Context: an optimization exercise on an open-source flow, tuned for small area, a short achievable clock period and few clock cycles. The choices shown serve that exercise and are no tape-out recipe.

// euclidean_distance_unit
module euclidean_distance_unit
(
    input  logic                              clk,
    input  logic                              rst_n,
    input  logic                              s_axis_tvalid,
    output logic                              s_axis_tready,
    input  logic [edu_pkg::TDATA_IN_W-1:0]    s_axis_tdata,
    input  logic                              s_axis_tlast,
    output logic                              m_axis_tvalid,
    input  logic                              m_axis_tready,
    output logic [edu_pkg::TDATA_OUT_W-1:0]   m_axis_tdata,
    output logic                              m_axis_tuser
);
For scale: roughly 2000 cells after synthesis, roughly 64 I/O pins.
==> module euclidean_distance_unit, before the edit <==
module euclidean_distance_unit
(
    input  logic                              clk,
    input  logic                              rst_n,
    input  logic                              s_axis_tvalid,
    output logic                              s_axis_tready,
    input  logic [edu_pkg::TDATA_IN_W-1:0]    s_axis_tdata,
    input  logic                              s_axis_tlast,
    output logic                              m_axis_tvalid,
    input  logic                              m_axis_tready,
    output logic [edu_pkg::TDATA_OUT_W-1:0]   m_axis_tdata,
    output logic                              m_axis_tuser
);
    localparam int EW    = edu_pkg::ELEM_W;
    localparam int AW    = edu_pkg::ACC_W;
    localparam int LW    = edu_pkg::LO_W;
    localparam int HW    = edu_pkg::HI_W;
    localparam int RW    = edu_pkg::ROOT_W;
    localparam int MW    = edu_pkg::REM_W;
    localparam int FB    = 4;                    
    localparam int RADW  = AW - 2 * FB;          
    localparam int STEPS = RW - FB;              
    localparam int TW    = LW + 2;               
    logic              rdy_reg;
    logic              accept;
    logic [EW:0]       diff;
    logic [EW:0]       da_reg;
    logic              va_reg, lasta_reg;
    assign accept = s_axis_tvalid && rdy_reg;
    assign diff   = {s_axis_tdata[EW-1], s_axis_tdata[EW-1:0]}
                  - {s_axis_tdata[2*EW-1], s_axis_tdata[2*EW-1:EW]};
    always_ff @(posedge clk)
    begin
        da_reg    <= diff;
        lasta_reg <= s_axis_tlast;
    end
    logic [TW-1:0]     row_s, row_c;
    logic [TW-1:0]     rsb_reg, rcb_reg;
    logic              vb_reg, lastb_reg;
    edu_sq_tree u_sq
    (
        .d     (da_reg),
        .row_s (row_s),
        .row_c (row_c)
    );
    always_ff @(posedge clk)
    begin
        rsb_reg   <= row_s;
        rcb_reg   <= row_c;
        lastb_reg <= lasta_reg;
    end
    logic [TW-1:0]     sq;
    logic [LW:0]       sqq_reg;
    logic              vq_reg, lastq_reg;
    assign sq = rsb_reg + rcb_reg;
    always_ff @(posedge clk)
    begin
        sqq_reg   <= vb_reg ? sq[LW:0] : '0;
        lastq_reg <= lastb_reg;
    end
    logic [LW-1:0]     lo_reg;
    logic [HW-1:0]     hi_reg;
    logic              cy_reg, ovf_reg;
    logic              first_reg;    
    logic              clr_reg;      
    logic              full_reg;     
    logic [LW:0]       lo_sum;
    logic [HW:0]       hi_inc;
    logic              load;
    assign lo_sum = {1'b0, clr_reg ? '0 : lo_reg} + sqq_reg;
    always_comb
    begin
        for (int i = 0; i < HW; i++)
            hi_inc[i] = hi_reg[i] ^ (cy_reg && ((hi_reg & HW'((1 << i) - 1)) == HW'((1 << i) - 1)));
        hi_inc[HW] = cy_reg && (&hi_reg);
    end
    always_ff @(posedge clk)
        clr_reg <= vb_reg && (vq_reg ? lastq_reg : first_reg);
    always_ff @(posedge clk)
    begin
        lo_reg  <= lo_sum[LW-1:0];
        cy_reg  <= lo_sum[LW];
        hi_reg  <= clr_reg ? '0 : hi_inc[HW-1:0];
        ovf_reg <= clr_reg ? 1'b0 : (ovf_reg || hi_inc[HW]);
    end
    logic              busy_reg, valid_reg, sat_reg;
    logic [4:0]        cnt_reg;
    logic [RADW-1:0]   rad_reg;
    logic [MW-1:0]     rem_reg;
    logic [RW-1:0]     root_reg;
    logic [AW-1:0]     sum_c;        
    logic              sat_c;
    logic [FB-1:0]     root_t;
    logic [FB:0]       rem_t;
    logic              free, finish;
    logic [MW+1:0]     rs, dd;
    logic              fit;
    logic              bufv_reg, bsat_reg, move;
    logic [AW-1:0]     bsum_reg;
    assign move = full_reg && (!bufv_reg || load);
    always_ff @(posedge clk)
    begin
        if (move)
        begin
            bsum_reg <= {hi_inc[HW-1:0], lo_reg};
            bsat_reg <= ovf_reg || hi_inc[HW];
        end
    end
    assign sum_c = bsum_reg;
    assign sat_c = bsat_reg;
    edu_root_top u_top
    (
        .x    (sum_c[AW-1 -: 2*FB]),
        .root (root_t),
        .rem  (rem_t)
    );
    assign rs  = {rem_reg, rad_reg[RADW-1 -: 2]};
    assign dd  = rs - (MW+2)'({root_reg, 2'b01});
    assign fit = !dd[MW+1] || sat_reg;
    assign free   = (!busy_reg && !valid_reg) || (valid_reg && m_axis_tready);
    assign load   = bufv_reg && free;
    assign finish = busy_reg && (cnt_reg == '0);
    always_ff @(posedge clk)
    begin
        if (load)
        begin
            rad_reg  <= sum_c[RADW-1:0];
            rem_reg  <= MW'(rem_t);
            root_reg <= RW'(root_t | {FB{sat_c}});
            sat_reg  <= sat_c;
        end
        else
        begin
            rad_reg  <= {rad_reg[RADW-3:0], 2'b00};
            rem_reg  <= fit ? dd[MW-1:0] : rs[MW-1:0];
            if (busy_reg)
                root_reg <= {root_reg[RW-2:0], fit};
        end
    end
    logic [2:0] pend;
    logic       idle_next;
    assign pend = 3'((bufv_reg && !load) || move) + 3'(full_reg && !move) + 3'(vq_reg && lastq_reg) + 3'(vb_reg && lastb_reg)
                + 3'(va_reg && lasta_reg) + 3'(accept && s_axis_tlast);
    assign idle_next = !load && !(busy_reg && !finish)
                    && !(finish || (valid_reg && !m_axis_tready));
    always_ff @(posedge clk or negedge rst_n)
    begin
        if (!rst_n)
        begin
            rdy_reg   <= 1'b0;
            va_reg    <= 1'b0;
            vb_reg    <= 1'b0;
            vq_reg    <= 1'b0;
            first_reg <= 1'b1;
            full_reg  <= 1'b0;
            bufv_reg  <= 1'b0;
            busy_reg  <= 1'b0;
            valid_reg <= 1'b0;
            cnt_reg   <= '0;
        end
        else
        begin
            rdy_reg   <= (pend <= 3'd1) || ((pend == 3'd2) && idle_next);
            va_reg    <= accept;
            vb_reg    <= va_reg;
            vq_reg    <= vb_reg;
            if (vq_reg)
                first_reg <= lastq_reg;
            full_reg  <= (full_reg && !move) || (vq_reg && lastq_reg);
            bufv_reg  <= (bufv_reg && !load) || move;
            if (load)
            begin
                busy_reg <= 1'b1;
                cnt_reg  <= 5'(STEPS - 1);
            end
            else if (busy_reg)
            begin
                cnt_reg  <= cnt_reg - 1'b1;
                if (finish)
                    busy_reg <= 1'b0;
            end
            if (finish)
                valid_reg <= 1'b1;
            else if (m_axis_tready)
                valid_reg <= 1'b0;
        end
    end
    assign s_axis_tready = rdy_reg;
    assign m_axis_tvalid = valid_reg;
    assign m_axis_tdata  = edu_pkg::TDATA_OUT_W'(root_reg);
    assign m_axis_tuser  = sat_reg;
endmodule
clock: 8.0 ns
lec_check: 0
cap_margin: 20
core_margin: 2
core_utilization: 40
setup_slack_margin: 5.0
slew_margin: 20
run.sh (not shown) runs the stock make flow with config.mk's settings and CLKGATE_MAP_FILE= SYNTH_SCRIPT=/design/flow/synth_recipe.tcl, a recipe that flattens the netlist after the stock synthesis.
Then changed:
--- a/flow/design.v
+++ b/flow/design.v
@@ -534,9 +534,9 @@
     assign diff   = {s_axis_tdata[EW-1], s_axis_tdata[EW-1:0]}
                   - {s_axis_tdata[2*EW-1], s_axis_tdata[2*EW-1:EW]};
     always_ff @(posedge clk)
     begin
-        da_reg    <= diff;
+        da_reg    <= accept ? diff : '0;
         lasta_reg <= s_axis_tlast;
     end
     logic [TW-1:0]     row_s, row_c;
     logic [TW-1:0]     rsb_reg, rcb_reg;
@@ -552,36 +552,30 @@
         rsb_reg   <= row_s;
         rcb_reg   <= row_c;
         lastb_reg <= lasta_reg;
     end
-    logic [TW-1:0]     sq;
-    logic [LW:0]       sqq_reg;
-    logic              vq_reg, lastq_reg;
-    assign sq = rsb_reg + rcb_reg;
-    always_ff @(posedge clk)
-    begin
-        sqq_reg   <= vb_reg ? sq[LW:0] : '0;
-        lastq_reg <= lastb_reg;
-    end
     logic [LW-1:0]     lo_reg;
     logic [HW-1:0]     hi_reg;
     logic              cy_reg, ovf_reg;
     logic              first_reg;    
     logic              clr_reg;      
     logic              full_reg;     
-    logic [LW:0]       lo_sum;
+    logic [TW-1:0]     base, cs_s, cs_c, lo_sum;
     logic [HW:0]       hi_inc;
     logic              load;
-    assign lo_sum = {1'b0, clr_reg ? '0 : lo_reg} + sqq_reg;
+    assign base   = clr_reg ? '0 : TW'(lo_reg);
+    assign cs_s   = base ^ rsb_reg ^ rcb_reg;
+    assign cs_c   = {(base[TW-2:0] & rsb_reg[TW-2:0])
+                   | (base[TW-2:0] & rcb_reg[TW-2:0])
+                   | (rsb_reg[TW-2:0] & rcb_reg[TW-2:0]), 1'b0};
+    assign lo_sum = cs_s + cs_c;
     always_comb
     begin
         for (int i = 0; i < HW; i++)
             hi_inc[i] = hi_reg[i] ^ (cy_reg && ((hi_reg & HW'((1 << i) - 1)) == HW'((1 << i) - 1)));
         hi_inc[HW] = cy_reg && (&hi_reg);
     end
     always_ff @(posedge clk)
-        clr_reg <= vb_reg && (vq_reg ? lastq_reg : first_reg);
-    always_ff @(posedge clk)
     begin
         lo_reg  <= lo_sum[LW-1:0];
         cy_reg  <= lo_sum[LW];
         hi_reg  <= clr_reg ? '0 : hi_inc[HW-1:0];
@@ -598,21 +592,10 @@
     logic [FB:0]       rem_t;
     logic              free, finish;
     logic [MW+1:0]     rs, dd;
     logic              fit;
-    logic              bufv_reg, bsat_reg, move;
-    logic [AW-1:0]     bsum_reg;
-    assign move = full_reg && (!bufv_reg || load);
-    always_ff @(posedge clk)
-    begin
-        if (move)
-        begin
-            bsum_reg <= {hi_inc[HW-1:0], lo_reg};
-            bsat_reg <= ovf_reg || hi_inc[HW];
-        end
-    end
-    assign sum_c = bsum_reg;
-    assign sat_c = bsat_reg;
+    assign sum_c = {hi_inc[HW-1:0], lo_reg};
+    assign sat_c = ovf_reg || hi_inc[HW];
     edu_root_top u_top
     (
         .x    (sum_c[AW-1 -: 2*FB]),
         .root (root_t),
@@ -621,9 +604,9 @@
     assign rs  = {rem_reg, rad_reg[RADW-1 -: 2]};
     assign dd  = rs - (MW+2)'({root_reg, 2'b01});
     assign fit = !dd[MW+1] || sat_reg;
     assign free   = (!busy_reg && !valid_reg) || (valid_reg && m_axis_tready);
-    assign load   = bufv_reg && free;
+    assign load   = full_reg && free;
     assign finish = busy_reg && (cnt_reg == '0);
     always_ff @(posedge clk)
     begin
         if (load)
@@ -642,9 +625,9 @@
         end
     end
     logic [2:0] pend;
     logic       idle_next;
-    assign pend = 3'((bufv_reg && !load) || move) + 3'(full_reg && !move) + 3'(vq_reg && lastq_reg) + 3'(vb_reg && lastb_reg)
+    assign pend = 3'(full_reg && !load) + 3'(vb_reg && lastb_reg)
                 + 3'(va_reg && lasta_reg) + 3'(accept && s_axis_tlast);
     assign idle_next = !load && !(busy_reg && !finish)
                     && !(finish || (valid_reg && !m_axis_tready));
     always_ff @(posedge clk or negedge rst_n)
@@ -653,26 +636,24 @@
         begin
             rdy_reg   <= 1'b0;
             va_reg    <= 1'b0;
             vb_reg    <= 1'b0;
-            vq_reg    <= 1'b0;
             first_reg <= 1'b1;
+            clr_reg   <= 1'b0;
             full_reg  <= 1'b0;
-            bufv_reg  <= 1'b0;
             busy_reg  <= 1'b0;
             valid_reg <= 1'b0;
             cnt_reg   <= '0;
         end
         else
         begin
-            rdy_reg   <= (pend <= 3'd1) || ((pend == 3'd2) && idle_next);
+            rdy_reg   <= (pend == '0) || ((pend == 3'd1) && idle_next);
             va_reg    <= accept;
             vb_reg    <= va_reg;
-            vq_reg    <= vb_reg;
-            if (vq_reg)
-                first_reg <= lastq_reg;
-            full_reg  <= (full_reg && !move) || (vq_reg && lastq_reg);
-            bufv_reg  <= (bufv_reg && !load) || move;
+            if (vb_reg)
+                first_reg <= lastb_reg;
+            clr_reg   <= va_reg && (vb_reg ? lastb_reg : first_reg);
+            full_reg  <= (full_reg && !load) || (vb_reg && lastb_reg);
             if (load)
             begin
                 busy_reg <= 1'b1;
                 cnt_reg  <= 5'(STEPS - 1);
Final cell count drops by 7.6%.
Via count drops by 9.0%.
First-iteration DRC count drops by 5.5%.
Cell area drops by 12%.
Wire length drops by 4.7%.
Maximum frequency drops by 3.9%.
Die area drops by 13%.
Clock skew drops by 0.013 ns.
No functional check of the RTL was part of any run of this note.

==> static timing again, ports no longer ideal <==
How much do the figures lean on ideal ports? The routed layouts below were timed once more, with nothing changed but the port constraints. Step 1 assumes that a clkbuf_16 drives the clock port and a buf_2 every other input. Step 2 adds t to the input delays and takes it off the output delays; t is the mean of the earliest and latest rising clock arrival at the registers after step 1. Input paths then give back, and output paths get back, about the clock's delay inside the block. Three values: no drivers, after step 1, after step 2; two values: the first two.
run | t (ns) | setup slack, ns | worst setup path at the end | pins driven straight from the clock port
the first run | 0.589 | 4.654 / 4.675 / 4.087 | input to register | 1
the second run | 0.598 | 4.518 / 4.518 / 4.272 | input to register | 1
After both steps setup and hold are still met in every run listed. The setup slack of the first run, which loses most, moves by +0.021 ns with the drivers and by -0.567 ns with both steps.
